Context: an optimization exercise on an open-source flow, tuned for small area. The choices shown serve that exercise and are no tape-out recipe. Only simulation tests tie the RTL to the original design; equivalence was not proved. Power is estimated from default activity; no workload was simulated.

$ cat design/flow/constraint.sdc
create_clock -name core_clock -period 7.0 [get_ports {CLK}]
set_input_delay 1.4000 -clock core_clock [delete_from_list [all_inputs] [get_ports {CLK}]]
set_output_delay 1.4000 -clock core_clock [all_outputs]
set_load 0.01 [all_outputs]
$ cat design/flow/run.sh
#!/bin/bash
# synth_recipe.tcl (not shown) runs the flow's synth.tcl, then flattens the netlist and writes it again
# the make line also repeats each setting of config.mk as NAME=value (left out here)
make -C /OpenROAD-flow-scripts/flow DESIGN_CONFIG=/design/flow/config.mk WORK_HOME=/design/flow/orfs CLKGATE_MAP_FILE= SYNTH_SCRIPT=/design/flow/synth_recipe.tcl finish
$ cat design/flow/config.mk
export PLATFORM = sky130hd
export DESIGN_NAME = reg_file_mp
export DESIGN_NICKNAME = reg_file_mp
export VERILOG_FILES = /design/flow/design.v
export SDC_FILE = /design/flow/constraint.sdc
export NUM_CORES = 4
export LEC_CHECK = 0
export CAP_MARGIN = 20
export CORE_MARGIN = 2
export CORE_UTILIZATION = 30
export PLACE_DENSITY = 0.5
export SLEW_MARGIN = 20
$ cat design/flow/design.v
package regfile_pkg;
  localparam int DEF_WIDTH = 32;
  localparam int DEF_DEPTH = 32;
  localparam int DEF_NRD   = 2;
  typedef enum logic {
    IDLE  = 1'b0,
    SWEEP = 1'b1
  } clr_state_e;
endpackage
module regfile_clr_seq
#(
  parameter int   DEPTH = regfile_pkg::DEF_DEPTH,
  localparam int  AW    = $clog2(DEPTH)
) (
  input  logic          clk,
  input  logic          rst_n,
  input  logic          clr_i,
  output logic          busy_o,
  output logic          sweep_en_o,
  output logic [AW-1:0] sweep_addr_o
);
  regfile_pkg::clr_state_e state_q, state_d;
  logic [AW-1:0] cnt_q, cnt_d;
  always_ff @(posedge clk or negedge rst_n) begin
    if (!rst_n) begin
      state_q <= regfile_pkg::IDLE;
      cnt_q   <= '0;
    end else begin
      state_q <= state_d;
      cnt_q   <= cnt_d;
    end
  end
  always_comb begin
    state_d = state_q;
    cnt_d   = cnt_q;
    case (state_q)
      regfile_pkg::IDLE: begin
        if (clr_i) begin
          state_d = regfile_pkg::SWEEP;
          cnt_d   = '0;
        end
      end
      regfile_pkg::SWEEP: begin
        if (cnt_q == AW'(DEPTH - 1)) state_d = regfile_pkg::IDLE;
        else                         cnt_d   = cnt_q + AW'(1);
      end
      default: state_d = regfile_pkg::IDLE;
    endcase
  end
  always_comb begin
    busy_o       = (state_q == regfile_pkg::SWEEP);
    sweep_en_o   = (state_q == regfile_pkg::SWEEP);
    sweep_addr_o = cnt_q;
  end
endmodule
module reg_file_mp
#(
  parameter int  WIDTH   = regfile_pkg::DEF_WIDTH,
  parameter int  DEPTH   = regfile_pkg::DEF_DEPTH,
  parameter int  NRD     = regfile_pkg::DEF_NRD,
  parameter bit  ZERO_R0 = 1'b1,
  localparam int AW      = $clog2(DEPTH)
) (
  input  logic                 CLK,
  input  logic                 RST_N,
  input  logic                 WE,
  input  logic [AW-1:0]        Rw,
  input  logic [WIDTH-1:0]     busW,
  input  logic [NRD*AW-1:0]    Ra,
  output logic [NRD*WIDTH-1:0] busR,
  input  logic                 ISSUE,
  input  logic [AW-1:0]        Rd,
  output logic [DEPTH-1:0]     PEND,
  input  logic                 CLR,
  output logic                 BUSY
);
  logic [WIDTH-1:0] regs_q [DEPTH];
  logic [DEPTH-1:0] pend_q;
  logic             sweep_en;
  logic [AW-1:0]    sweep_addr;
  logic             wr_ok;
  logic             issue_ok;
  logic             bypass_ok;
  regfile_clr_seq #(.DEPTH(DEPTH)) u_clr_seq (
    .clk          (CLK),
    .rst_n        (RST_N),
    .clr_i        (CLR),
    .busy_o       (BUSY),
    .sweep_en_o   (sweep_en),
    .sweep_addr_o (sweep_addr)
  );
  assign wr_ok     = WE && !BUSY && !(ZERO_R0 && (Rw == '0));
  assign issue_ok  = ISSUE && !BUSY && !(ZERO_R0 && (Rd == '0));
  assign bypass_ok = WE && !BUSY && RST_N;
  always_ff @(posedge CLK or negedge RST_N) begin
    if (!RST_N) begin
      for (int i = 0; i < DEPTH; i++) regs_q[i] <= '0;
      pend_q <= '0;
    end else if (sweep_en) begin
      regs_q[sweep_addr] <= '0;
      pend_q[sweep_addr] <= 1'b0;
    end else begin
      if (wr_ok) begin
        regs_q[Rw] <= busW;
        pend_q[Rw] <= 1'b0;
      end
      if (issue_ok) pend_q[Rd] <= 1'b1;
    end
  end
  for (genvar k = 0; k < NRD; k++) begin : g_rd
    logic [AW-1:0] addr;
    assign addr = Ra[k*AW +: AW];
    assign busR[k*WIDTH +: WIDTH] =
      (ZERO_R0 && (addr == '0))       ? '0   :
      (bypass_ok && (Rw == addr))     ? busW :
                                        regs_q[addr];
  end
  assign PEND = pend_q;
endmodule
==> flow_results.xml <==
<?xml version="1.0" encoding="UTF-8"?>
<metrics>
  <group name="status">
    <metric name="status" unit="">finished clean</metric>
  </group>
  <group name="die">
    <metric name="chipHeight" unit="microns">421.2</metric>
    <metric name="boundaryPins" unit="">154</metric>
    <metric name="area_of_the_placeable_core" unit="sq um">173400</metric>
    <metric name="die_w" unit="microns">421.2</metric>
    <metric name="dieArea" unit="sq um">177400</metric>
    <metric name="fp-row-count" unit="">153</metric>
    <metric name="initial_core_util" unit="%">30.11</metric>
  </group>
  <group name="drt">
    <metric name="drtPass1Iterations" unit="">9</metric>
    <metric name="wire_per_inst" unit="microns">38.30</metric>
    <metric name="drt-total-wl" unit="microns">322200</metric>
    <metric name="ant_nets" unit="">0</metric>
    <metric name="detail_route.drc_violations" unit="">0</metric>
    <metric name="initialDrtViolationCount" unit="">10220</metric>
    <metric name="via_per_inst" unit="">6.510</metric>
    <metric name="dr_vias" unit="">54760</metric>
  </group>
  <group name="timing">
    <metric name="grt_setup_unrepaired" unit="">false</metric>
    <metric name="max_clock_freq" unit="MHz">147.6</metric>
    <metric name="maxSlewHeadroom" unit="%">14.38</metric>
    <metric name="final.setup.worst_slack" unit="ns">0.2267</metric>
    <metric name="finalSetupTns" unit="ns">0</metric>
    <metric name="setup_viol" unit="">0</metric>
    <metric name="final_min_period_over_clock_period" unit="%">96.76</metric>
    <metric name="final-max-slew-violation-count" unit="">0</metric>
    <metric name="hold-worst-slack" unit="ns">0.4932</metric>
    <metric name="final.setup_skew" unit="ns">0.04335</metric>
    <metric name="period_needed" unit="ns">6.773</metric>
    <metric name="timing.final.hold_violations" unit="">0</metric>
    <metric name="timing_worst_slew_pin_value" unit="ns">1.282</metric>
  </group>
  <group name="finish">
    <metric name="post_route_cells_drive_above_1_share" unit="%">11.50</metric>
    <metric name="layoutNonFillerInstCount" unit="">8412</metric>
    <metric name="nNetsFinal" unit="">6037</metric>
    <metric name="postLayoutCellArea" unit="sq um">62120</metric>
    <metric name="area_growth" unit="%">18.97</metric>
    <metric name="filler_cell_count" unit="">17920</metric>
  </group>
  <group name="critical_path">
    <metric name="path_class" unit="">in2out</metric>
    <metric name="timing.critical_path.required" unit="ns">5.60</metric>
    <metric name="worst_setup_path_start_kind" unit="">input pin</metric>
    <metric name="critical-path-max-stage-delay" unit="ns">0.86</metric>
    <metric name="cpMaxStageDelayCell" unit="">nor4_1</metric>
    <metric name="timing.critical_path.to_type" unit="">primary output</metric>
    <metric name="worstPathMaxFanout" unit="">28</metric>
    <metric name="crit_path_cell_trace" unit="">buf_2 &gt; buf_4 &gt; nand3b_1 &gt; nor2_4 &gt; buf_12 &gt; a2111oi_0 &gt; nand4_1 &gt; nor4_1 &gt; buf_4 &gt; o21ai_1 &gt; clkdlybuf4s50_1</metric>
    <metric name="worst_path_most_repeated_cell" unit="">buf_4</metric>
    <metric name="data_arrival_time_of_the_critical_path" unit="ns">5.37</metric>
  </group>
  <group name="clock_network">
    <metric name="tritoncts" unit="">done</metric>
    <metric name="cts_htree_levels" unit="">3</metric>
    <metric name="numClockSinks" unit="">1030</metric>
    <metric name="holdBufCountCts" unit="">0</metric>
    <metric name="clk_path_buf_depth" unit="">3</metric>
    <metric name="root_buffer" unit="">clkbuf_16</metric>
    <metric name="clk-insertion-delay-late" unit="ns">0.80</metric>
    <metric name="cts_resized" unit="">0</metric>
    <metric name="number_of_buffers_inserted_during_clock_tree_synthesis" unit="">120</metric>
    <metric name="cts.clk_slew.worst_paths" unit="ns">0.06</metric>
    <metric name="post_cts.repair.setup_buffers" unit="">0</metric>
  </group>
  <group name="logic_synthesis">
    <metric name="netlist_top_cells_area" unit="">dfrtp_1 49%, o21ai_0 11%, a22oi_1 9.3%</metric>
    <metric name="yosys.area_share.xor_xnor" unit="%">0.3522</metric>
    <metric name="post_synth_num_cell_types" unit="">74</metric>
    <metric name="synthesis.area_per_instance" unit="sq um">8.767</metric>
    <metric name="synth.yosys.warnings" unit="">3</metric>
    <metric name="synth-async-reset-ratio" unit="%">100.0</metric>
    <metric name="yosysTopAreaCell" unit="">dfrtp_1</metric>
    <metric name="synth-simple-area-share" unit="%">19.35</metric>
    <metric name="synth_top_family_by_area" unit="">compound AO/OA/AOI/OAI gates</metric>
    <metric name="syn-cell-area" unit="sq um">52220</metric>
    <metric name="synth_largest_type_area_fraction" unit="%">49.36</metric>
    <metric name="synth_adder_area_share" unit="%">0.4313</metric>
    <metric name="synth.ff_latch_count" unit="">1030</metric>
    <metric name="synth.mux.area_fraction" unit="%">0.3762</metric>
    <metric name="synth_fp_nets" unit="">6031</metric>
    <metric name="syn_inst" unit="">5956</metric>
    <metric name="synth_ff_type" unit="">dfrtp_1</metric>
    <metric name="number_of_flops_mapped_to_enable_cells_by_yosys" unit="">0</metric>
    <metric name="yosysSeqAreaShare" unit="%">49.36</metric>
    <metric name="synth_compound_area_share" unit="%">25.36</metric>
  </group>
  <group name="power_and_ir_drop">
    <metric name="vdd.ir_drop.worst" unit="V">0.0002438</metric>
    <metric name="comb_power_share" unit="%">23.0</metric>
    <metric name="sw_frac_of_total" unit="%">40.15</metric>
    <metric name="power_frac_clock" unit="%">28.3</metric>
    <metric name="seqPwrFrac" unit="%">48.7</metric>
    <metric name="power.leakage" unit="nW">26.53</metric>
    <metric name="power.switching" unit="mW">9.451</metric>
    <metric name="power.density_cell_area" unit="nW/um^2">378.9</metric>
    <metric name="cell_internal_power" unit="mW">14.09</metric>
  </group>
  <group name="global_route">
    <metric name="grt_first_pass_wirelength" unit="microns">437100</metric>
    <metric name="number_of_antenna_violations_at_the_first_check_in_global_routing" unit="">37</metric>
    <metric name="first_global_vias" unit="">50830</metric>
    <metric name="grt.total_usage" unit="%">35.12</metric>
    <metric name="grt.overflow.total" unit="">0</metric>
    <metric name="grt_max_degree" unit="">71</metric>
  </group>
  <group name="run">
    <metric name="total_of_max_cap_violations" unit="">0</metric>
  </group>
  <group name="place">
    <metric name="placement.cell_area" unit="sq um">57660</metric>
    <metric name="placed_cells" unit="">8155</metric>
    <metric name="gp_congestion" unit="">1.008</metric>
    <metric name="place.port_buffers" unit="">153</metric>
    <metric name="dp_hpwl" unit="microns">205900</metric>
    <metric name="placement.setup.worst_slack" unit="ns">0.3294</metric>
  </group>
  <group name="hold_path">
    <metric name="min-delay-path-class" unit="">reg2reg</metric>
  </group>
</metrics>
-- cells by family (layout without fill, tap and decap cells) --
group           Yosys count  after routing
other cells               0             28
fa+ha+maj                18             18
xor+xnor                 21             21
simple gates           2139           2139
mux                      19             19
compound gates         2135           2135
flops                  1030           1030
buf+inv                 594            697
-- final cells by class --
class / count / area, sq um / area share, %
clock inverters: 54 / 680.7 / 1.096
repair buffers: 459 / 4447 / 7.158
flip-flops and latches: 1030 / 25780 / 41.49
clock buffers: 165 / 3422 / 5.508
diodes: 28 / 70.07 / 0.1128
well taps: 2325 / 2909 / 4.683
multi-input cells: 4332 / 24750 / 39.83
inverters: 19 / 71.32 / 0.1148
-- routing by layer --
| metal | GRT usage (%) | vias up | wire (microns) |
|---|---|---|---|
| met5 | 0 | - | 158 |
| met4 | 21.93 | 22 | 25540 |
| met3 | 11.35 | 1406 | 41060 |
| met2 | 50.55 | 4666 | 132600 |
| met1 | 45.42 | 26920 | 122900 |
| li1 | - | 21750 | - |
-- placed cells by master (no fill, tap or decap), types with 102 or more instances in the layout --
cell type	synthesis	final
a2111oi_0	102	102
a22oi_1	649	648
and3_1	329	328
buf_4	11	256
clkbuf_16	0	120
clkdlybuf4s50_1	0	142
dfrtp_1	1030	1029
nand2_1	1229	1200
nand3_1	140	139
nand4_1	109	109
o21ai_0	1096	1096
-- synthesized netlist by cell type (6+ instances only) --
library cell / number
clkbuf_1: 425
a22oi_1: 649
dfrtp_1: 1030
nand2b_1: 58
inv_1: 19
and3_1: 329
a31o_2: 9
nand2_1: 1229
nor3b_1: 16
buf_6: 8
a2111oi_2: 6
nor2b_1: 8
o22ai_1: 35
or2_2: 10
a22o_1: 9
a221oi_1: 28
nor4_1: 61
nand4b_1: 6
and3b_1: 8
buf_2: 126
a211oi_1: 8
nor2_2: 19
a31oi_1: 6
o211ai_1: 6
and2_1: 8
nand4_1: 109
nand3_1: 140
o21ai_1: 54
a2111oi_0: 102
nor3_1: 20
a21oi_1: 60
ha_1: 18
xnor2_1: 10
xor2_1: 11
o21ai_0: 1096
nor2_1: 69
nand3b_1: 12
o31ai_1: 34
a32oi_1: 8
mux2i_1: 14
buf_4: 11
-- final timing paths --
check,start,end,slack [ns],depth (start not counted)
setup / recovery,Ra[3],busR[1],0.23,11
hold / removal,regs_q[1][15],regs_q[1][15],0.49,2
setup reg to reg,u_clr_seq.state_q,regs_q[4][13],3.19,8
max in group asynchronous,RST_N,regs_q[23][24],2.50,5
min in group asynchronous,RST_N,regs_q[26][6],0.51,1
hold reg to reg,regs_q[1][15],regs_q[1][15],0.49,2
-- metrics by stage --
step                      utilization, %  total power [mW]
after detailed placement           33.25             16.62
final                              35.82             23.54
after floorplan                        -             13.04
after CTS                          35.61             23.24
after global routing               35.79             24.45
after global placement             33.23             16.48
-- sequential cells by signal (all words and copies together) (netlist names) --
signal / count
pend_q: 32
regs_q: 992
u_clr_seq.cnt_q: 5
u_clr_seq.state_q: 1
-- worst max-delay path: cells and delay by family --
family	cells	cell delay, ns
AND/OR/NAND/NOR	4	1.71
buffers and inverters	5	1.62
AO/OA/AOI/OAI	2	0.58
-- power groups by stage --
stage | Combinational (mW) | Clock, mW | Sequential (mW)
6_report | 5.41 | 6.66 | 11.5
3_5_place_dp | 5.31 | 0 | 11.3
5_1_grt | 5.96 | 6.92 | 11.6
4_1_cts | 5.31 | 6.68 | 11.2
3_3_place_gp | 5.15 | 0 | 11.3
2_1_floorplan | 3.11 | 0 | 9.93

==> port drivers added, routing unchanged <==
In the flow no input, the clock included, has a driving cell. The finished layout below was timed again as built, in two steps. Step 1: set_driving_cell puts a clkbuf_16 on CLK and a buf_2 on each other input, an assumption about the parent block. Step 2, shift: input delay + t, output delay - t, t = (earliest + latest rising clock arrival at the registers) / 2. This alone moves slack from input paths to output paths. Slacks: no drivers / after step 1 / after step 2; pairs: no drivers / after step 1.
shift t [ns]: 0.850
setup WS [ns]: 0.227 / 0.185 / 0.185
worst hold slack (ns): 0.493 / 0.482 / 0.493
worst setup path at the end: input to output
worst data-port slew with drivers (ns): 0.20
After both steps this run still meets setup and hold. For this run, drivers alone change the setup slack by -0.042 ns; drivers and shift together by -0.042 ns.
